Context: an optimization exercise on an open-source flow, tuned for small area, a short achievable clock period and few clock cycles per item. The choices shown serve that exercise and are no tape-out recipe.
Function was not checked in any run shown here: the RTL went through the layout flow alone.
Power is estimated from default activity; no workload was simulated.

`config.mk`:
```
export PLATFORM = sky130hd
export DESIGN_NAME = arp_cache
export DESIGN_NICKNAME = arp_cache
export VERILOG_FILES = /design/flow/design.v
export SDC_FILE = /design/flow/constraint.sdc
export NUM_CORES = 4
export LEC_CHECK = 0
export CAP_MARGIN = 20
export CORE_MARGIN = 2
export CORE_UTILIZATION = 40
export SETUP_SLACK_MARGIN = 2.6
export SLEW_MARGIN = 20
```
`constraint.sdc`:
```
create_clock -name core_clock -period 5.0 [get_ports {clk}]
set_input_delay 1.0000 -clock core_clock [delete_from_list [all_inputs] [get_ports {clk}]]
set_output_delay 1.0000 -clock core_clock [all_outputs]
set_load 0.01 [all_outputs]
```
`design.v`:
```
package arp_pkg;
  localparam int IP_W  = 32;
  localparam int MAC_W = 48;
  typedef struct packed {
    logic             mode;
    logic [IP_W-1:0]  ip_addr;
    logic [MAC_W-1:0] mac_in;
  } in_t;
  typedef struct packed {
    logic             hit;
    logic [MAC_W-1:0] mac_out;
  } out_t;
  localparam logic MODE_LOOKUP = 1'b0;
  localparam logic MODE_ADD    = 1'b1;
endpackage
module arp_cell (
  input  logic                      clk,
  input  logic                      wr_en,
  input  logic [arp_pkg::IP_W-1:0]  wr_ip,
  input  logic [arp_pkg::MAC_W-1:0] wr_mac,
  input  logic [arp_pkg::IP_W-1:0]  key,
  output logic                      match,
  output logic [arp_pkg::MAC_W-1:0] mac
);
  logic [arp_pkg::IP_W-1:0] ip;
  always_ff @(posedge clk) begin
    if (wr_en) begin
      ip  <= wr_ip;
      mac <= wr_mac;
    end
  end
  assign match = (ip == key);
endmodule
module arp_cache_table #(
  parameter int ENTRIES = 16
) (
  input  logic clk,
  input  logic rst,
  input  logic req_valid,
  output logic req_stall,
  input  arp_pkg::in_t  req,
  output logic rsp_valid,
  input  logic rsp_stall,
  output arp_pkg::out_t rsp
);
  localparam int IDX_W = (ENTRIES > 1) ? $clog2(ENTRIES) : 1;
  logic hold;
  logic accept;
  assign accept    = req_valid && !hold;
  assign req_stall = hold;
  logic                      v0;
  logic                      add0;
  logic [arp_pkg::IP_W-1:0]  ip0;
  logic [arp_pkg::MAC_W-1:0] mac0;
  logic [ENTRIES-1:0]        hit0;
  logic [ENTRIES-1:0]                      valid;
  logic [ENTRIES-1:0]                      match;
  logic [ENTRIES-1:0]                      wr_en;
  logic [ENTRIES-1:0][arp_pkg::MAC_W-1:0]  slot_mac;
  for (genvar i = 0; i < ENTRIES; i++) begin : g_slot
    arp_cell u_cell (
      .clk    (clk),
      .wr_en  (wr_en[i]),
      .wr_ip  (ip0),
      .wr_mac (mac0),
      .key    (req.ip_addr),
      .match  (match[i]),
      .mac    (slot_mac[i])
    );
  end
  logic               eq_prev;
  logic [ENTRIES-1:0] hit_in;
  assign eq_prev = (req.ip_addr == ip0);
  always_comb begin
    for (int i = 0; i < ENTRIES; i++) begin
      if (wr_en[i]) hit_in[i] = eq_prev;
      else          hit_in[i] = valid[i] && match[i];
    end
  end
  always_ff @(posedge clk) begin
    if (rst) begin
      v0 <= 1'b0;
    end else if (!hold) begin
      v0 <= accept;
    end
  end
  always_ff @(posedge clk) begin
    if (!hold) begin
      add0 <= req.mode;
      ip0  <= req.ip_addr;
      mac0 <= req.mac_in;
      hit0 <= hit_in;
    end
  end
  logic [IDX_W-1:0]   rep;         
  logic [ENTRIES-1:0] rep_oh;
  logic [ENTRIES-1:0] first_empty;
  logic [ENTRIES-1:0] alloc;
  logic               any_hit;
  logic               full;
  logic               do_add;
  logic               adv;
  assign full = valid[ENTRIES-1];    
  always_comb begin
    for (int i = 0; i < ENTRIES; i++) begin
      first_empty[i] = !valid[i] && ((i == 0) ? 1'b1 : valid[(i == 0) ? 0 : i-1]);
      rep_oh[i]      = (rep == IDX_W'(i));
    end
    any_hit = |hit0;
    alloc   = full ? rep_oh : first_empty;
    do_add  = !hold && v0 && add0;
    wr_en   = {ENTRIES{do_add}} & (hit0 | (any_hit ? '0 : alloc));
  end
  assign adv = do_add && !any_hit;
  always_ff @(posedge clk) begin
    if (rst) begin
      valid <= '0;
      rep   <= IDX_W'(1);
    end else if (adv) begin
      if (full) rep <= IDX_W'(rep + 1'b1);
      else      valid <= valid | first_empty;
    end
  end
  logic [arp_pkg::MAC_W-1:0] rd_mac;
  logic                      push;
  always_comb begin
    rd_mac = '0;
    for (int i = 0; i < ENTRIES; i++) begin
      rd_mac = rd_mac | (slot_mac[i] & {arp_pkg::MAC_W{hit0[i]}});
    end
  end
  assign push = !hold && v0 && !add0;
  logic                      sv;
  logic                      s_hit;
  logic [arp_pkg::MAC_W-1:0] s_mac;
  logic                      pop;
  logic                      rv_next;
  logic                      sv_next;
  assign pop  = rsp_valid && !rsp_stall;
  assign hold = sv;
  always_comb begin
    if (!rsp_valid || pop) begin
      rv_next = sv || push;
      sv_next = 1'b0;
    end else begin
      rv_next = 1'b1;
      sv_next = sv || push;
    end
  end
  always_ff @(posedge clk) begin
    if (rst) begin
      rsp_valid <= 1'b0;
      sv        <= 1'b0;
    end else begin
      rsp_valid <= rv_next;
      sv        <= sv_next;
    end
  end
  always_ff @(posedge clk) begin
    if (!rsp_valid || pop) begin
      if (sv) begin
        rsp.hit     <= s_hit;
        rsp.mac_out <= s_mac;
      end else if (push) begin
        rsp.hit     <= any_hit;
        rsp.mac_out <= rd_mac;
      end
    end
    if (push && rsp_valid && !pop) begin
      s_hit <= any_hit;
      s_mac <= rd_mac;
    end
  end
endmodule
module arp_cache (
  input  logic        clk,
  input  logic        rst,
  input  logic        req_valid,
  output logic        req_stall,
  input  logic        req_mode,
  input  logic [31:0] req_ip,
  input  logic [47:0] req_mac,
  output logic        rsp_valid,
  input  logic        rsp_stall,
  output logic        rsp_hit,
  output logic [47:0] rsp_mac
);
  arp_pkg::in_t  req;
  arp_pkg::out_t rsp;
  assign req.mode    = req_mode;
  assign req.ip_addr = req_ip;
  assign req.mac_in  = req_mac;
  assign rsp_hit     = rsp.hit;
  assign rsp_mac     = rsp.mac_out;
  arp_cache_table #(.ENTRIES(16)) u_table (
    .clk(clk), .rst(rst), .req_valid(req_valid), .req_stall(req_stall), .req(req),
    .rsp_valid(rsp_valid), .rsp_stall(rsp_stall), .rsp(rsp)
  );
endmodule
```
`run.sh`:
```
#!/bin/bash
# synth_recipe.tcl (not shown) runs the flow's synth.tcl, then flattens the netlist and writes it again
# the make line also repeats each setting of config.mk as NAME=value (left out here)
make -C /OpenROAD-flow-scripts/flow DESIGN_CONFIG=/design/flow/config.mk WORK_HOME=/design/flow/orfs CLKGATE_MAP_FILE= SYNTH_SCRIPT=/design/flow/synth_recipe.tcl finish
```
==> impl_metrics.sql, run 1 <==
INSERT INTO impl_metrics (metric_group, metric, value, unit) VALUES
('clock_tree', 'cts_max_level', '4', ''),
('global_routing', 'grt_antenna_before_repair', '7', ''),
('sta', 'timing.fmax', '387.0', 'MHz'),
('worst_setup_path', 'worst_r2r_end', 'u_table.g_slot[0].u_cell.ip[8]', ''),
('global_routing', 'grt.busiest_layer', 'met2', ''),
('power', 'total_internal_power', '20490', 'uW'),
('worst_setup_path', 'timing.critical_path.cells', 'nor4_4 -> buf_4 -> and4_4 -> buf_6 -> a21oi_4 -> nor2_4 -> buf_6 -> clkbuf_16', ''),
('power', 'p_leak', '0.02232', 'uW'),
('synth', 'post_synth_xor_area_fraction', '8.429', '%'),
('drt', 'antenna_nets_post_route', '0', ''),
('power', 'power_frac_seq', '53.8', '%'),
('power', 'share_clk_of_total_power', '42.7', '%'),
('sta', 'maxSlewHeadroom', '25.89', '%'),
('global_routing', 'met3_usage_grt', '4.778', '%'),
('worst_hold_path', 'path_class_of_the_lowest_slack_min_delay_path', 'reg2reg', ''),
('sta', 'report.final.slew_viol_count', '0', ''),
('layout', 'antennaDiodeCount', '0', ''),
('global_routing', 'grt_max_degree', '53', ''),
('placed_design', 'dp_hpwl', '90.26', 'mm'),
('synth', 'share_of_the_synthesized_area_in_compound_gates_ao_oa_aoi_oai', '6.537', '%'),
('global_routing', 'grt_use_met2', '38.06', '%'),
('sta', 'period_share', '51.67', '%'),
('layout', 'design.final.nets', '3605', ''),
('synth', 'largest_family_of_logic_cells_by_synthesized_area', 'XOR/XNOR gates', ''),
('clock_tree', 'insertion_delay', '810', 'ps'),
('floorplanning', 'chipWidth', '380.3', 'um'),
('floorplanning', 'fp.coreArea', '141100', 'sq um'),
('sta', 'setup_repair_after_global_routing_missed_its_margin', 'true', ''),
('worst_setup_path', 'timing.critical_path.buf_inv', '4', ''),
('global_routing', 'number_of_global_route_vias_before_repair', '30944', ''),
('clock_tree', 'cts_tree', 'done', ''),
('floorplanning', 'die-area', '144600', 'sq um'),
('synth', 'seq_area_frac_synth', '79.02', '%'),
('sta', 'timing.setup.tns', '0', 'ps'),
('synth', 'postSynthCellCount', '3057', ''),
('drt', 'iteration_count_of_the_initial_detailed_routing_pass', '8', ''),
('worst_setup_path', 'cp-start-kind', 'register', ''),
('worst_setup_path', 'r2r.worst_path.cells', '8', ''),
('worst_setup_path', 'cp_data_arrival_time', '3090', 'ps'),
('synth', 'syn-mean-instance-area', '18.53', 'sq um'),
('worst_setup_path', 'worst-endpoint-required', '5500', 'ps'),
('layout', 'drive_gt1_share', '20.07', '%'),
('worst_hold_path', 'instance_count_along_the_most_critical_hold_path', '1', ''),
('global_routing', 'gr-total-overflow', '0', ''),
('status', 'outcome', 'complete, no violations', ''),
('worst_setup_path', 'cp_max_stage_cell', 'sky130_fd_sc_hd__edfxtp_1', ''),
('clock_tree', 'numCtsBuffers', '151', ''),
('layout', 'most-common-layout-cells', 'sky130_fd_sc_hd__edfxtp_1, sky130_fd_sc_hd__xnor2_1, sky130_fd_sc_hd__clkbuf_16, sky130_fd_sc_hd__a22o_1, sky130_fd_sc_hd__a221oi_1', ''),
('drt', 'drt-wirelength-per-cell', '34.43', 'um'),
('clock_tree', 'clock_path_buffers', '3', ''),
('worst_setup_path', 'critPathMaxFanout', '6', ''),
('synth', 'postSynthNetCount', '3146', ''),
('power', 'vdd_ir_drop_max', '0.2934', 'mV'),
('sta', 'worst_pin_slew', '1112', 'ps'),
('drt', 'vias_per_cell', '5.996', ''),
('synth', 'synth_fa_ha_area_share', '0.08837', '%'),
('clock_tree', 'cts-root-buf', 'sky130_fd_sc_hd__clkbuf_16', ''),
('worst_setup_path', 'worst_path_largest_cell_delay', '520', 'ps'),
('floorplanning', 'placement_rows', '138', ''),
('worst_setup_path', 'worst_path_most_repeated_cell', 'sky130_fd_sc_hd__buf_6', ''),
('global_routing', 'grt_pass1_wl', '243.4', 'mm'),
('clock_tree', 'cts.hold.buffers_added', '0', ''),
('sta', 'clock-skew-final', '75.96', 'ps'),
('worst_setup_path', 'critPathLaunch', 'u_table.hit0[7]', ''),
('clock_tree', 'cts.sink_count', '1498', ''),
('drt', 'detailedRoute.firstIterationViolations', '5549', ''),
('sta', 'hold_violations', '0', ''),
('worst_setup_path', 'setup.reg_to_reg.worst_slack', '2420', 'ps'),
('synth', 'ys_warn_count', '2', ''),
('worst_hold_path', 'min-delay-start', 'u_table.s_mac[8]', ''),
('worst_setup_path', 'critical_path.reg2reg.startpoint', 'u_table.hit0[7]', '');
worst max-delay path by stage:
| stage | to | slack, ps | depth (start not counted) |
|---|---|---|---|
| 4_1_cts | u_table.g_slot[12].u_cell.ip[29] | 2430 | 10 |
| 6_report | u_table.g_slot[0].u_cell.ip[8] | 2420 | 8 |
| 2_1_floorplan | u_table.s_hit | 1850 | 2 |
| 5_1_grt | u_table.g_slot[0].u_cell.ip[21] | 2430 | 8 |
| 3_3_place_gp | u_table.hit0[7] | 410 | 7 |
| 3_5_place_dp | u_table.hit0[7] | 780 | 7 |
final cells by class:
type | instances | area (sq um)
clock inverter | 73 | 750.7
fill | 11358 | 70650
inverter | 18 | 75.07
multi-input combinational | 1371 | 11690
timing repair buffer | 476 | 6756
sequential | 1498 | 44760
tap | 1890 | 2365
clock buffer | 192 | 4018
power by group through the flow:
stage	Sequential (uW)	Clock [uW]	Combinational, uW
final	14000	11100	909
after global routing	14000	11700	936
after CTS	14000	11200	845
after detailed placement	14300	0	805
after global placement	14300	0	807
after floorplan	14200	0	383
cells by family (layout without fill, tap and decap cells):
group	Yosys count	in the layout
simple gates	315	319
flops	1498	1498
fa+ha+maj	4	4
mux	67	67
compound gates	436	436
xor+xnor	545	545
buf+inv	192	759
synth_stat cells (all sizes together):
library cell,instances,share of area (%)
inv,17,0.11
nor4b,1,0.015
nand4,165,1.8
nor3,18,0.18
clkinv,1,0.0066
nor2b,1,0.011
xor2,77,1.2
a2111o,1,0.020
nor2,52,0.34
o32ai,12,0.19
edfxtp,1475,78
a32o,3,0.053
a31oi,1,0.011
dfxtp,23,0.81
mux2i,18,0.32
nand2,7,0.046
a221oi,192,3.0
ha,4,0.088
nand3,22,0.19
o2111ai,1,0.015
nand2b,4,0.044
a21oi,33,0.29
xnor2,468,7.2
mux2,49,0.97
o22ai,1,0.011
a22o,192,3.0
buf,84,0.75
clkbuf,90,0.60
and3,6,0.066
nor4,38,0.42
and4,1,0.015
timing repair:
| item | 4_1_cts | 5_1_grt |
|---|---|---|
| setup endpoints to repair | 1377 | 975 |
| buffers inserted | 73 | 32 |
| pin swaps | 27 | 20 |
| gates cloned | 31 | 69 |
| resized for setup | 425 | 167 |
flip-flops by register name, summed over array words and instances (netlist names):
name                       cells
u_table.add0                   1
u_table.g_slot.u_cell.mac    768
u_table.s_mac                 48
u_table.sv                     1
u_table.rsp_valid              1
u_table.v0                     1
u_table.ip0                   32
u_table.rep                    4
u_table.g_slot.u_cell.ip     512
u_table.mac0                  48
u_table.hit0                  16
u_table.s_hit                  1
u_table.valid                 16
u_table.rsp                   49
per-layer routing:
| layer | up-vias | part of all wire, % |
|---|---|---|
| li1 | 13195 | - |
| met1 | 17115 | 38 |
| met2 | 2318 | 46 |
| met3 | 452 | 11 |
| met4 | 8 | 4.7 |
| met5 | - | 0.028 |
stage by stage:
step	cells	utilization [%]	setup WS, ps
6_report	5518	49.92	2416
5_1_grt	5518	49.92	2427
4_1_cts	5417	48.15	2431
3_5_place_dp	5048	43.36	781.8
3_3_place_gp	5047	43.33	407.9
2_1_floorplan	3057	-	1852
==> run 2, diff against run 1 <==
--- a/config.mk
+++ b/config.mk
@@ -8,5 +8,6 @@
 export CAP_MARGIN = 20
 export CORE_MARGIN = 2
-export CORE_UTILIZATION = 40
+export CORE_UTILIZATION = 60
+export CTS_BUF_LIST = sky130_fd_sc_hd__clkbuf_8
 export SETUP_SLACK_MARGIN = 2.6
 export SLEW_MARGIN = 20
==> impl_metrics.sql, run 2 <==
INSERT INTO impl_metrics (metric_group, metric, value, unit) VALUES
('global_routing', 'grt_pass1_wl', '241.6', 'mm'),
('drt', 'iteration_count_of_the_initial_detailed_routing_pass', '7', ''),
('clock_tree', 'cts.sink_count', '1498', ''),
('clock_tree', 'cts_max_level', '4', ''),
('clock_tree', 'cts-root-buf', 'sky130_fd_sc_hd__clkbuf_8', ''),
('worst_setup_path', 'worstSetupEndpointType', 'output pin', ''),
('floorplanning', 'die_height', '311.2', 'um'),
('drt', 'post_route_drc_violation_count', '0', ''),
('worst_setup_path', 'cp_data_arrival_time', '1580', 'ps'),
('layout', 'design.final.nets', '3612', ''),
('synth', 'syn-mean-instance-area', '18.53', 'sq um'),
('drt', 'vias_per_cell', '6.672', ''),
('synth', 'post_synth_mux_area_share', '1.292', '%'),
('worst_hold_path', 'hold_end', 'u_table.g_slot[11].u_cell.ip[22]', ''),
('synth', 'netlist_top_cells_count', 'sky130_fd_sc_hd__edfxtp_1, sky130_fd_sc_hd__xnor2_1, sky130_fd_sc_hd__a22o_1', ''),
('drt', 'detailedRoute.firstIterationViolations', '4927', ''),
('clock_tree', 'cts.hold.buffers_added', '0', ''),
('layout', 'largest_register_ffs', '768', ''),
('worst_setup_path', 'timing.critical_path.buf_inv', '1', ''),
('placed_design', 'io_buffer_count', '135', ''),
('synth', 'post-synth-top-area-fraction', '78.21', '%'),
('drt', 'drt-wirelength-per-cell', '36.55', 'um'),
('placed_design', 'rd_place_congestion', '0.9461', ''),
('worst_setup_path', 'worst-endpoint-required', '4000', 'ps'),
('synth', 'seq_area_frac_synth', '79.02', '%'),
('layout', 'drive_gt1_share', '19.64', '%'),
('global_routing', 'grt_max_degree', '64', ''),
('worst_hold_path', 'min-delay-start', 'u_table.ip0[22]', ''),
('global_routing', 'number_of_global_route_vias_before_repair', '32280', ''),
('worst_setup_path', 'cpLargestDelayFamily', 'flip-flops', ''),
('placed_design', 'dp_hpwl', '87.45', 'mm'),
('global_routing', 'groute.usage.overall', '35.87', '%'),
('worst_hold_path', 'path_class_of_the_lowest_slack_min_delay_path', 'reg2reg', ''),
('synth', 'asyncSetResetFlopFracSynth', '0', '%'),
('synth', 'ys_warn_count', '2', ''),
('worst_setup_path', 'critPathLaunch', 'u_table.rsp[48]', ''),
('worst_setup_path', 'setup.reg_to_reg.worst_slack', '2460', 'ps'),
('sta', 'report.final.slew_viol_count', '0', ''),
('placed_design', 'postPlaceCellArea', '60480', 'sq um'),
('status', 'outcome', 'complete, no violations', ''),
('layout', 'layout.cell_area.non_filler', '67160', 'sq um'),
('worst_hold_path', 'instance_count_along_the_most_critical_hold_path', '0', ''),
('run', 'max-cap-violations', '0', ''),
('floorplanning', 'chipWidth', '311.2', 'um'),
('worst_setup_path', 'cp-start-kind', 'register', ''),
('floorplanning', 'floorplan.initialDensity', '60.59', '%'),
('sta', 'timing.fmax', '388.2', 'MHz'),
('layout', 'largest_register', 'u_table.g_slot.u_cell.mac', ''),
('worst_setup_path', 'critPathMaxFanout', '1', ''),
('synth', 'synthMostInstantiatedCell', 'sky130_fd_sc_hd__edfxtp_1', ''),
('layout', 'mostFrequentLayoutCell', 'sky130_fd_sc_hd__edfxtp_1', ''),
('synth', 'post_synth_and_or_nand_nor_area_fraction', '3.159', '%'),
('clock_tree', 'insertion_delay', '920', 'ps'),
('sta', 'maxSlewHeadroom', '26.23', '%'),
('power', 'p_leak', '0.02168', 'uW'),
('synth', 'synthDistinctLibCells', '36', ''),
('global_routing', 'grt_antenna_before_repair', '4', ''),
('drt', 'total_wirelength_of_the_detailed_routed_design', '181.2', 'mm'),
('sta', 'finalSetupViolCount', '0', ''),
('clock_tree', 'clock_path_buffers', '3', ''),
('sta', 'period_needed', '2576', 'ps'),
('worst_setup_path', 'timing.critical_path.cells', 'buf_2', ''),
('worst_setup_path', 'worst-setup-path-type', 'reg2out', ''),
('power', 'power-per-cell-area', '358.5', 'nW/um^2'),
('layout', 'most-common-layout-cells', 'sky130_fd_sc_hd__edfxtp_1, sky130_fd_sc_hd__xnor2_1, sky130_fd_sc_hd__clkbuf_8, sky130_fd_sc_hd__a22o_1, sky130_fd_sc_hd__a221oi_1', ''),
('synth', 'post_synth_instance_area', '56630', 'sq um'),
('layout', 'layout-area-overhead-vs-synth', '18.59', '%'),
('synth', 'synth.ff_latch_count', '1498', ''),
('layout', 'layout_top_registers', 'u_table.g_slot.u_cell.mac x768, u_table.g_slot.u_cell.ip x512, u_table.rsp x49', ''),
('floorplanning', 'boundaryPins', '136', ''),
('floorplanning', 'fp.coreArea', '93470', 'sq um'),
('synth', 'post_synth_xor_area_fraction', '8.429', '%'),
('synth', 'postSynthCellCount', '3057', ''),
('drt', 'antenna_nets_post_route', '0', ''),
('sta', 'period_share', '51.53', '%'),
('worst_setup_path', 'r2r.worst_path.cells', '7', ''),
('worst_setup_path', 'cp_max_stage_cell', 'sky130_fd_sc_hd__edfxtp_1', ''),
('layout', 'finish.utilization', '71.85', '%'),
('synth', 'postSynth.topFlopCell', 'sky130_fd_sc_hd__edfxtp_1', ''),
('synth', 'share_of_the_synthesized_area_in_compound_gates_ao_oa_aoi_oai', '6.537', '%'),
('sta', 'worst_pin_slew', '1107', 'ps'),
('synth', 'synth_area_leader_cell', 'sky130_fd_sc_hd__edfxtp_1', ''),
('sta', 'hold_violations', '0', ''),
('synth', 'synth_fa_ha_area_share', '0.08837', '%'),
('synth', 'netlist_top_cells_area', 'sky130_fd_sc_hd__edfxtp_1, sky130_fd_sc_hd__xnor2_1, sky130_fd_sc_hd__a22o_1', ''),
('clock_tree', 'path_clk_slew', '70', 'ps'),
('sta', 'clock-skew-final', '41.59', 'ps'),
('sta', 'whs', '457.8', 'ps'),
('floorplanning', 'placement_rows', '112', ''),
('synth', 'synth_edf_count', '1475', ''),
('worst_setup_path', 'worst_r2r_end', 'u_table.g_slot[7].u_cell.mac[6]', ''),
('floorplanning', 'die-area', '96860', 'sq um'),
('clock_tree', 'cts_tree', 'done', ''),
('sta', 'setup_repair_after_global_routing_missed_its_margin', 'true', ''),
('synth', 'largest_family_of_logic_cells_by_synthesized_area', 'XOR/XNOR gates', ''),
('power', 'vdd_ir_drop_max', '0.2958', 'mV'),
('sta', 'timing.setup.tns', '0', 'ps'),
('drt', 'vias', '33080', ''),
('worst_setup_path', 'worst_path_largest_cell_delay', '480', 'ps'),
('worst_setup_path', 'critical_path.reg2reg.startpoint', 'u_table.hit0[8]', ''),
('synth', 'postSynthNetCount', '3146', ''),
('global_routing', 'gr-total-overflow', '0', ''),
('clock_tree', 'numCtsBuffers', '228', '');
[run 2: logic make-up (layout without fill, tap and decap cells)]
logic type | count (synthesis) | after routing
other | 0 | 2
muxes | 67 | 67
and+or+nand+nor | 315 | 317
DFF | 1498 | 1498
AOI/OAI and AO/OA | 436 | 436
adders and majority gates | 4 | 4
buffers and inverters | 192 | 835
xor gates and xnor gates | 545 | 545
[run 2: what timing repair did]
item / in CTS / in global routing
endpoints found under the setup margin: 1447 / 877
pin swaps: 18 / 17
gates cloned: 20 / 36
resized for setup: 345 / 71
setup buffers: 36 / 31
[run 2: final cells by class]
class                   count  area [sq um]
clock buffers             232          3193
inverters                  18         75.07
fillers                  5952         26310
clock inverters           177         852.1
repair buffers            408          5030
diodes                      2         5.005
flip-flops and latches   1498         44760
multi-input cells        1369         11670
well taps                1254          1569
[run 2: stage by stage]
stage                     power, uW  setup WS (ps)  cells
after floorplan               14630           1852   3057
after global placement        15080          606.2   4423
after detailed placement      15090          665.6   4424
after CTS                     24080           2380   4889
after global routing          24680           2399   4957
final                         24070           2424   4958
[run 2: how the worst max path moves through the flow]
stage / end / slack, ps / cells after the start
6_report: rsp_hit / 2420 / 1
5_1_grt: rsp_hit / 2400 / 1
4_1_cts: rsp_mac[15] / 2380 / 1
3_5_place_dp: u_table.hit0[5] / 670 / 7
3_3_place_gp: u_table.hit0[12] / 610 / 6
2_1_floorplan: u_table.s_hit / 1850 / 2
[run 2: per-layer routing]
layer	track usage [%]	wire length, um	vias to the layer above
li1	-	-	13237
met1	48.12	66060	16966
met2	57.96	86190	2418
met3	6.818	19520	457
met4	15.78	9429	2
met5	0	13	-
[run 2: report_power, final]
part	internal [uW]	switching, uW
combinational	336	580
sequential	13900	115
clock	4490	4680
==> run 3, diff against run 2 <==
--- a/config.mk
+++ b/config.mk
@@ -9,5 +9,6 @@
 export CORE_MARGIN = 2
 export CORE_UTILIZATION = 60
-export CTS_BUF_LIST = sky130_fd_sc_hd__clkbuf_8
+export CTS_CLUSTER_DIAMETER = 100
+export CTS_CLUSTER_SIZE = 30
 export SETUP_SLACK_MARGIN = 2.6
 export SLEW_MARGIN = 20
==> impl_metrics.sql, run 3 <==
INSERT INTO impl_metrics (metric_group, metric, value, unit) VALUES
('synth', 'asyncSetResetFlopFracSynth', '0', '%'),
('layout', 'drive_gt1_share', '13.81', '%'),
('synth', 'postSynthCellCount', '3057', ''),
('layout', 'layout.cell_area.non_filler', '64350', 'sq um'),
('sta', 'hold_violations', '0', ''),
('global_routing', 'number_of_global_route_vias_before_repair', '30662', ''),
('sta', 'setup_repair_after_global_routing_missed_its_margin', 'true', ''),
('synth', 'postSynth.topFlopCell', 'sky130_fd_sc_hd__edfxtp_1', ''),
('sta', 'finalSetupViolCount', '0', ''),
('power', 'combinationalPowerShare', '4.4', '%'),
('synth', 'synthMostInstantiatedCell', 'sky130_fd_sc_hd__edfxtp_1', ''),
('global_routing', 'grt_max_degree', '64', ''),
('worst_setup_path', 'critPathMaxFanout', '49', ''),
('global_routing', 'groute.usage.overall', '34.58', '%'),
('sta', 'worst_pin_slew', '1107', 'ps'),
('synth', 'post_synth_instance_area', '56630', 'sq um'),
('placed_design', 'dp_hpwl', '87.45', 'mm'),
('synth', 'netlist_top_cells_area', 'sky130_fd_sc_hd__edfxtp_1, sky130_fd_sc_hd__xnor2_1, sky130_fd_sc_hd__a22o_1', ''),
('floorplanning', 'boundaryPins', '136', ''),
('floorplanning', 'die_height', '311.2', 'um'),
('sta', 'period_share', '49.05', '%'),
('floorplanning', 'fp.coreArea', '93470', 'sq um'),
('synth', 'postSynthNetCount', '3146', ''),
('run', 'max-cap-violations', '0', ''),
('worst_setup_path', 'worst_r2r_end', 'u_table.rsp[0]', ''),
('worst_setup_path', 'cp-start-kind', 'register', ''),
('layout', 'most-common-layout-cells', 'sky130_fd_sc_hd__edfxtp_1, sky130_fd_sc_hd__xnor2_1, sky130_fd_sc_hd__a22o_1, sky130_fd_sc_hd__a221oi_1, sky130_fd_sc_hd__nand4_1', ''),
('clock_tree', 'cts-root-buf', 'sky130_fd_sc_hd__clkbuf_16', ''),
('synth', 'post-synth-top-area-fraction', '78.21', '%'),
('power', 'net-switching-power', '4284', 'uW'),
('sta', 'timing.fmax', '407.7', 'MHz'),
('synth', 'netlist_top_cells_count', 'sky130_fd_sc_hd__edfxtp_1, sky130_fd_sc_hd__xnor2_1, sky130_fd_sc_hd__a22o_1', ''),
('layout', 'layout-area-overhead-vs-synth', '13.63', '%'),
('clock_tree', 'insertion_delay', '730', 'ps'),
('synth', 'seq_area_frac_synth', '79.02', '%'),
('sta', 'clock-skew-final', '28.09', 'ps'),
('clock_tree', 'cts.sink_count', '1498', ''),
('synth', 'synth.ff_latch_count', '1498', ''),
('clock_tree', 'cts_max_level', '2', ''),
('layout', 'mostFrequentLayoutCell', 'sky130_fd_sc_hd__edfxtp_1', ''),
('worst_hold_path', 'path_class_of_the_lowest_slack_min_delay_path', 'reg2reg', ''),
('floorplanning', 'die-area', '96860', 'sq um'),
('drt', 'detailedRoute.firstIterationViolations', '4807', ''),
('drt', 'post_route_drc_violation_count', '0', ''),
('worst_setup_path', 'worstSetupEndpointType', 'register', ''),
('drt', 'iteration_count_of_the_initial_detailed_routing_pass', '5', ''),
('drt', 'drt-wirelength-per-cell', '37.26', 'um'),
('power', 'netSwitchingFraction', '20.83', '%'),
('power', 'power_frac_seq', '67.9', '%'),
('power', 'share_clk_of_total_power', '27.7', '%'),
('floorplanning', 'chipWidth', '311.2', 'um'),
('worst_setup_path', 'setup.reg_to_reg.worst_slack', '2550', 'ps'),
('sta', 'maxSlewHeadroom', '26.21', '%'),
('floorplanning', 'floorplan.initialDensity', '60.59', '%'),
('placed_design', 'io_buffer_count', '135', ''),
('status', 'outcome', 'complete, no violations', ''),
('layout', 'layout_top_registers', 'u_table.g_slot.u_cell.mac x768, u_table.g_slot.u_cell.ip x512, u_table.rsp x49', ''),
('worst_setup_path', 'cp_data_arrival_time', '2930', 'ps'),
('placed_design', 'postPlaceCellArea', '60480', 'sq um'),
('layout', 'nFillCells', '6123', ''),
('clock_tree', 'path_clk_slew', '120', 'ps'),
('power', 'p_leak', '0.01990', 'uW'),
('global_routing', 'grt_antenna_before_repair', '3', ''),
('synth', 'synthDistinctLibCells', '36', ''),
('clock_tree', 'clock_path_buffers', '3', ''),
('drt', 'vias', '31440', ''),
('sta', 'period_needed', '2453', 'ps'),
('worst_setup_path', 'cp-endpoint', 'u_table.rsp[0]', ''),
('placed_design', 'rd_place_congestion', '0.9461', ''),
('clock_tree', 'numCtsBuffers', '55', ''),
('worst_setup_path', 'critical_path.reg2reg.startpoint', 'u_table.hit0[7]', ''),
('global_routing', 'grt_pass1_wl', '233.6', 'mm'),
('synth', 'ys_warn_count', '2', ''),
('global_routing', 'gr-total-overflow', '0', ''),
('layout', 'design.final.nets', '3411', ''),
('synth', 'synth_edf_count', '1475', ''),
('power', 'power-per-cell-area', '319.6', 'nW/um^2'),
('clock_tree', 'cts.hold.buffers_added', '0', ''),
('layout', 'largest_register_ffs', '768', ''),
('worst_setup_path', 'r2r.worst_path.cells', '4', ''),
('synth', 'syn-mean-instance-area', '18.53', 'sq um'),
('power', 'total_internal_power', '16280', 'uW'),
('floorplanning', 'placement_rows', '112', ''),
('layout', 'largest_register', 'u_table.g_slot.u_cell.mac', ''),
('drt', 'antenna_nets_post_route', '0', ''),
('sta', 'report.final.slew_viol_count', '0', ''),
('synth', 'synth_area_leader_cell', 'sky130_fd_sc_hd__edfxtp_1', ''),
('drt', 'vias_per_cell', '6.835', ''),
('worst_setup_path', 'worst-endpoint-required', '5480', 'ps'),
('worst_setup_path', 'worst-setup-path-type', 'reg2reg', ''),
('worst_setup_path', 'critPathLaunch', 'u_table.hit0[7]', ''),
('power', 'vdd_ir_drop_max', '0.2677', 'mV'),
('clock_tree', 'cts_tree', 'done', ''),
('sta', 'timing.setup.tns', '0', 'ps'),
('drt', 'total_wirelength_of_the_detailed_routed_design', '171.4', 'mm');
[run 3: changes by cell type in the layout (fill, tap and decap cells not counted), moves of 11 or more]
| cell | change |
|---|---|
| sky130_fd_sc_hd__clkbuf_16 | +45 |
| sky130_fd_sc_hd__buf_6 | -11 |
| sky130_fd_sc_hd__buf_2 | -36 |
| sky130_fd_sc_hd__clkbuf_8 | -232 |
| sky130_fd_sc_hd__clkinv_1 | -66 |
| sky130_fd_sc_hd__clkdlybuf4s15_1 | +34 |
| sky130_fd_sc_hd__clkbuf_1 | +22 |
| sky130_fd_sc_hd__inv_1 | -68 |
| sky130_fd_sc_hd__clkinv_2 | -29 |
[run 3: per-stage QoR]
stage | util, % | worst slack [ps] | std cells | hold slack, ps | total power [uW]
2_1_floorplan | - | 1852 | 3057 | 481.2 | 14630
3_3_place_gp | 64.69 | 606.2 | 4423 | 435.5 | 15080
3_5_place_dp | 64.70 | 665.6 | 4424 | 440.6 | 15090
4_1_cts | 67.98 | 2525 | 4565 | 466.4 | 20570
5_1_grt | 68.85 | 2528 | 4600 | 475.8 | 21020
6_report | 68.85 | 2547 | 4600 | 466.3 | 20570
[run 3: timing repair]
action	in CTS	in global routing
pin swaps	23	15
setup buffers	44	14
setup endpoints to repair	1444	940
gates cloned	17	20
resized for setup	296	86
[run 3: worst min-delay path by stage]
stage | slack [ps] | cells after the start | endpoint | start
floorplan | 480 | 2 | u_table.valid[14] | u_table.valid[14]
global placement | 440 | 0 | u_table.g_slot[11].u_cell.ip[22] | u_table.ip0[22]
detailed placement | 440 | 0 | u_table.g_slot[11].u_cell.ip[22] | u_table.ip0[22]
CTS | 470 | 0 | u_table.g_slot[11].u_cell.ip[22] | u_table.ip0[22]
global route | 480 | 0 | u_table.g_slot[11].u_cell.ip[22] | u_table.ip0[22]
finish | 470 | 0 | u_table.g_slot[11].u_cell.ip[22] | u_table.ip0[22]
[run 3: layout make-up]
class                   instances  area (sq um)  share of cell area, %
multi-input cells            1369         11770                  18.30
clock inverters                 2         25.02                0.03889
clock buffers                  78          1484                  2.306
well taps                    1254          1569                  2.438
flip-flops and latches       1498         44760                  69.56
inverters                      18         75.07                 0.1167
diodes                          1         2.502               0.003889
repair buffers                380          4661                  7.243
[run 3: critical path, stage by stage, from the launching register on]
cell                       delay [ps]
sky130_fd_sc_hd__edfxtp_1         490
sky130_fd_sc_hd__buf_4            490
sky130_fd_sc_hd__a221oi_1         510
sky130_fd_sc_hd__nand4_1          310
sky130_fd_sc_hd__mux2_2           350
[run 3: power groups by stage]
stage	clock (uW)	combinational [uW]	sequential [uW]
4_1_cts	5730	877	14000
3_3_place_gp	0	837	14200
2_1_floorplan	0	383	14200
6_report	5690	906	14000
3_5_place_dp	0	840	14300
5_1_grt	6110	926	14000
[run 3: logic make-up after synthesis]
logic type               after synthesis  share of synthesized area [%]
AO/OA/AOI/OAI                        436                          6.537
flip-flops                          1498                          79.02
buffers and inverters                192                          1.469
multiplexers                          67                          1.292
AND/OR/NAND/NOR                      315                          3.159
adder cells (fa/ha/maj)                4                        0.08838
XOR/XNOR                             545                          8.429
[run 3: layer usage]
layer	global-route usage (%)	vias to the layer above	share of wire [%]
met5	0	-	0
met2	56.59	2049	49
met1	47.41	16375	37
li1	-	12674	-
met4	14.73	0	5.0
met3	4.465	342	9.9
==> run 4, diff against run 3 <==
--- a/design.v
+++ b/design.v
@@ -45,8 +45,4 @@
 );
   localparam int IDX_W = (ENTRIES > 1) ? $clog2(ENTRIES) : 1;
-  logic hold;
-  logic accept;
-  assign accept    = req_valid && !hold;
-  assign req_stall = hold;
   logic                      v0;
   logic                      add0;
@@ -54,4 +50,10 @@
   logic [arp_pkg::MAC_W-1:0] mac0;
   logic [ENTRIES-1:0]        hit0;
+  logic blocked;
+  logic hold;
+  logic accept;
+  assign hold      = blocked && rsp_stall;
+  assign req_stall = hold;
+  assign accept    = req_valid && !hold;
   logic [ENTRIES-1:0]                      valid;
   logic [ENTRIES-1:0]                      match;
@@ -109,5 +111,5 @@
     any_hit = |hit0;
     alloc   = full ? rep_oh : first_empty;
-    do_add  = !hold && v0 && add0;
+    do_add  = v0 && add0;
     wr_en   = {ENTRIES{do_add}} & (hit0 | (any_hit ? '0 : alloc));
   end
@@ -124,4 +126,6 @@
   logic [arp_pkg::MAC_W-1:0] rd_mac;
   logic                      push;
+  logic                      load_rsp;
+  logic                      rv_next;
   always_comb begin
     rd_mac = '0;
@@ -130,44 +134,20 @@
     end
   end
-  assign push = !hold && v0 && !add0;
-  logic                      sv;
-  logic                      s_hit;
-  logic [arp_pkg::MAC_W-1:0] s_mac;
-  logic                      pop;
-  logic                      rv_next;
-  logic                      sv_next;
-  assign pop  = rsp_valid && !rsp_stall;
-  assign hold = sv;
-  always_comb begin
-    if (!rsp_valid || pop) begin
-      rv_next = sv || push;
-      sv_next = 1'b0;
+  assign push     = v0 && !add0;
+  assign load_rsp = !(rsp_valid && rsp_stall);
+  assign rv_next  = load_rsp ? push : 1'b1;
+  always_ff @(posedge clk) begin
+    if (rst) begin
+      rsp_valid <= 1'b0;
+      blocked   <= 1'b0;
     end else begin
-      rv_next = 1'b1;
-      sv_next = sv || push;
+      rsp_valid <= rv_next;
+      blocked   <= rv_next && (hold ? 1'b1 : (accept && req.mode == arp_pkg::MODE_LOOKUP));
     end
   end
   always_ff @(posedge clk) begin
-    if (rst) begin
-      rsp_valid <= 1'b0;
-      sv        <= 1'b0;
-    end else begin
-      rsp_valid <= rv_next;
-      sv        <= sv_next;
-    end
-  end
-  always_ff @(posedge clk) begin
-    if (!rsp_valid || pop) begin
-      if (sv) begin
-        rsp.hit     <= s_hit;
-        rsp.mac_out <= s_mac;
-      end else if (push) begin
-        rsp.hit     <= any_hit;
-        rsp.mac_out <= rd_mac;
-      end
-    end
-    if (push && rsp_valid && !pop) begin
-      s_hit <= any_hit;
-      s_mac <= rd_mac;
+    if (load_rsp) begin
+      rsp.hit     <= any_hit;
+      rsp.mac_out <= rd_mac;
     end
   end
==> impl_metrics.sql, run 4 <==
INSERT INTO impl_metrics (metric_group, metric, value, unit) VALUES
('floorplanning', 'boundaryPins', '136', ''),
('placed_design', 'dp_hpwl', '84.69', 'mm'),
('worst_setup_path', 'critPathLaunch', 'u_table.hit0[7]', ''),
('drt', 'iteration_count_of_the_initial_detailed_routing_pass', '6', ''),
('drt', 'drt-wirelength-per-cell', '36.56', 'um'),
('synth', 'synth_area_leader_cell', 'sky130_fd_sc_hd__edfxtp_1', ''),
('worst_setup_path', 'timing.critical_path.buf_inv', '2', ''),
('drt', 'vias_per_cell', '6.805', ''),
('synth', 'postSynthCellCount', '2954', ''),
('synth', 'asyncSetResetFlopFracSynth', '0', '%'),
('synth', 'syn-mean-instance-area', '18.47', 'sq um'),
('synth', 'ys_warn_count', '2', ''),
('sta', 'period_needed', '2459', 'ps'),
('status', 'outcome', 'complete, no violations', ''),
('worst_hold_path', 'min-delay-start', 'u_table.valid[11]', ''),
('synth', 'post_synth_instance_area', '54550', 'sq um'),
('sta', 'worst_pin_slew', '1093', 'ps'),
('worst_setup_path', 'worst_path_most_repeated_cell', 'sky130_fd_sc_hd__buf_4', ''),
('worst_setup_path', 'timing.critical_path.cells', 'nor4_4 -> buf_4 -> and4_4 -> a21oi_2 -> nor2_4 -> buf_4', ''),
('worst_setup_path', 'r2r.worst_path.cells', '6', ''),
('layout', 'most-common-layout-cells', 'sky130_fd_sc_hd__edfxtp_1, sky130_fd_sc_hd__xnor2_1, sky130_fd_sc_hd__a22o_1, sky130_fd_sc_hd__a221oi_1, sky130_fd_sc_hd__nand4_1', ''),
('drt', 'total_wirelength_of_the_detailed_routed_design', '162.0', 'mm'),
('synth', 'synthDistinctLibCells', '31', ''),
('power', 'combinationalPowerShare', '5.0', '%'),
('floorplanning', 'floorplan.initialDensity', '60.61', '%'),
('global_routing', 'grt_antenna_before_repair', '1', ''),
('synth', 'post-synth-top-area-fraction', '78.49', '%'),
('clock_tree', 'cts-root-buf', 'sky130_fd_sc_hd__clkbuf_16', ''),
('worst_setup_path', 'critPathMaxFanout', '25', ''),
('power', 'power_frac_seq', '67.2', '%'),
('clock_tree', 'cts.sink_count', '1449', ''),
('drt', 'post_route_drc_violation_count', '0', ''),
('power', 'p_leak', '0.01928', 'uW'),
('global_routing', 'gr-total-overflow', '0', ''),
('power', 'share_clk_of_total_power', '27.8', '%'),
('layout', 'largest_register', 'u_table.g_slot.u_cell.mac', ''),
('drt', 'detailedRoute.firstIterationViolations', '4532', ''),
('synth', 'postSynthNetCount', '3043', ''),
('sta', 'timing.setup.tns', '0', 'ps'),
('placed_design', 'rd_place_congestion', '0.9142', ''),
('sta', 'finalSetupViolCount', '0', ''),
('global_routing', 'grt_max_degree', '65', ''),
('sta', 'clock-skew-final', '37.47', 'ps'),
('synth', 'netlist_top_cells_count', 'sky130_fd_sc_hd__edfxtp_1, sky130_fd_sc_hd__xnor2_1, sky130_fd_sc_hd__a221oi_1, sky130_fd_sc_hd__a22o_1, sky130_fd_sc_hd__nand4_1', ''),
('worst_setup_path', 'worst_path_largest_cell_delay', '520', 'ps'),
('sta', 'hold_violations', '0', ''),
('worst_setup_path', 'cp_max_stage_cell', 'sky130_fd_sc_hd__edfxtp_1', ''),
('synth', 'synthMostInstantiatedCell', 'sky130_fd_sc_hd__edfxtp_1', ''),
('clock_tree', 'cts.hold.buffers_added', '0', '');
[run 4: changes by cell type after synthesis, moves of 4 or more]
cell	delta
sky130_fd_sc_hd__buf_1	+5
sky130_fd_sc_hd__buf_2	-9
sky130_fd_sc_hd__mux2_2	-49
sky130_fd_sc_hd__edfxtp_1	-49
sky130_fd_sc_hd__nand2_1	+4
[run 4: worst paths after layout]
path                                       endpoint  slack, ps
setup reg to reg  u_table.g_slot[13].u_cell.mac[29]       2540
hold reg to reg                   u_table.valid[11]        550
setup / recovery  u_table.g_slot[13].u_cell.mac[29]       2540
hold / removal                    u_table.valid[11]        550
[run 4: what timing repair did]
item                                    in CTS  in global routing
cloned                                      12                 10
gates resized for setup                    257                 86
pin swaps                                   17                 17
endpoints found under the setup margin    1414                897
setup buffers                               30                 57
[run 4: cell families after synthesis]
group           after synthesis  share of synthesized area, %
compound gates              434                         6.743
mux                          17                        0.3119
simple gates                317                         3.284
buf+inv                     186                         1.450
xor+xnor                    547                         8.782
flops                      1449                         79.34
fa+ha+maj                     4                       0.09174
[run 4: routing by layer]
| layer | part of all wire, % | global-route usage (%) | vias to the layer above |
|---|---|---|---|
| li1 | - | - | 12275 |
| met1 | 38 | 47.54 | 15667 |
| met2 | 49 | 57.01 | 1921 |
| met3 | 9.2 | 3.806 | 283 |
| met4 | 4.0 | 11.98 | 2 |
| met5 | 0.0068 | 0 | - |
[run 4: power groups by stage]
stage	combinational, uW	sequential (uW)	clock [uW]
floorplan	416	13900	0
global placement	914	13900	0
detailed placement	921	13900	0
CTS	943	13600	5650
global route	1030	13600	6030
finish	1000	13600	5620
[run 4: area by class of cell]
class	count	area, sq um
flip-flops and latches	1449	43290
fillers	5970	28450
multi-input cells	1323	11020
repair buffers	384	4182
well taps	1176	1471
clock buffers	76	1455
clock inverters	6	87.58
inverters	16	60.06
[run 4: through the flow]
step / utilization [%] / setup WS (ps) / std cells / area (sq um) / hold WS [ps]
final: 68.40 / 2541 / 4430 / 61570 / 546.6
after global routing: 68.40 / 2527 / 4430 / 61570 / 572.3
after CTS: 67.35 / 2463 / 4363 / 60620 / 538.8
after detailed placement: 64.47 / 927.2 / 4239 / 58030 / 509.2
after global placement: 64.45 / 736.0 / 4238 / 58010 / 500.7
after floorplan: - / 2060 / 2954 / 54740 / 453.7
[run 4: worst register-to-register path, cell delays in order (launching register included)]
cell                       delay, ps
sky130_fd_sc_hd__edfxtp_1        520
sky130_fd_sc_hd__nor4_4          350
sky130_fd_sc_hd__buf_4           160
sky130_fd_sc_hd__and4_4          290
sky130_fd_sc_hd__a21oi_2          90
sky130_fd_sc_hd__nor2_4          180
sky130_fd_sc_hd__buf_4           480

[re-timing with driven ports]
The flow's constraints put no driver on any port. The routed layouts listed below were extracted and timed again, unchanged, in two steps.
Step 1 assumes that a clkbuf_16 drives the clock port and a buf_2 every other input.
Step 2 moves the port delays by t, midway between the first and last clock arrival at a register: inputs arrive t later, outputs are due t later. That takes back most of the time a late clock gives input paths.
a / b / c = ideal ports / drivers / drivers and shift; a / b = the first two.
| run | t (ns) | slack for setup (ns) | worst setup path at the end |
|---|---|---|---|
| run 1 | 0.844 | 2.416 / 2.416 / 1.767 | input to register |
| run 2 | 0.962 | 2.424 / 2.358 / 1.584 | input to register |
| run 3 | 0.790 | 2.547 / 2.512 / 1.823 | input to register |
| run 4 | 0.752 | 2.541 / 2.541 / 1.876 | input to register |
After both steps setup and hold are still met in every run listed. For run 2, which loses most, drivers alone change the setup slack by -0.066 ns; drivers and shift together by -0.840 ns.
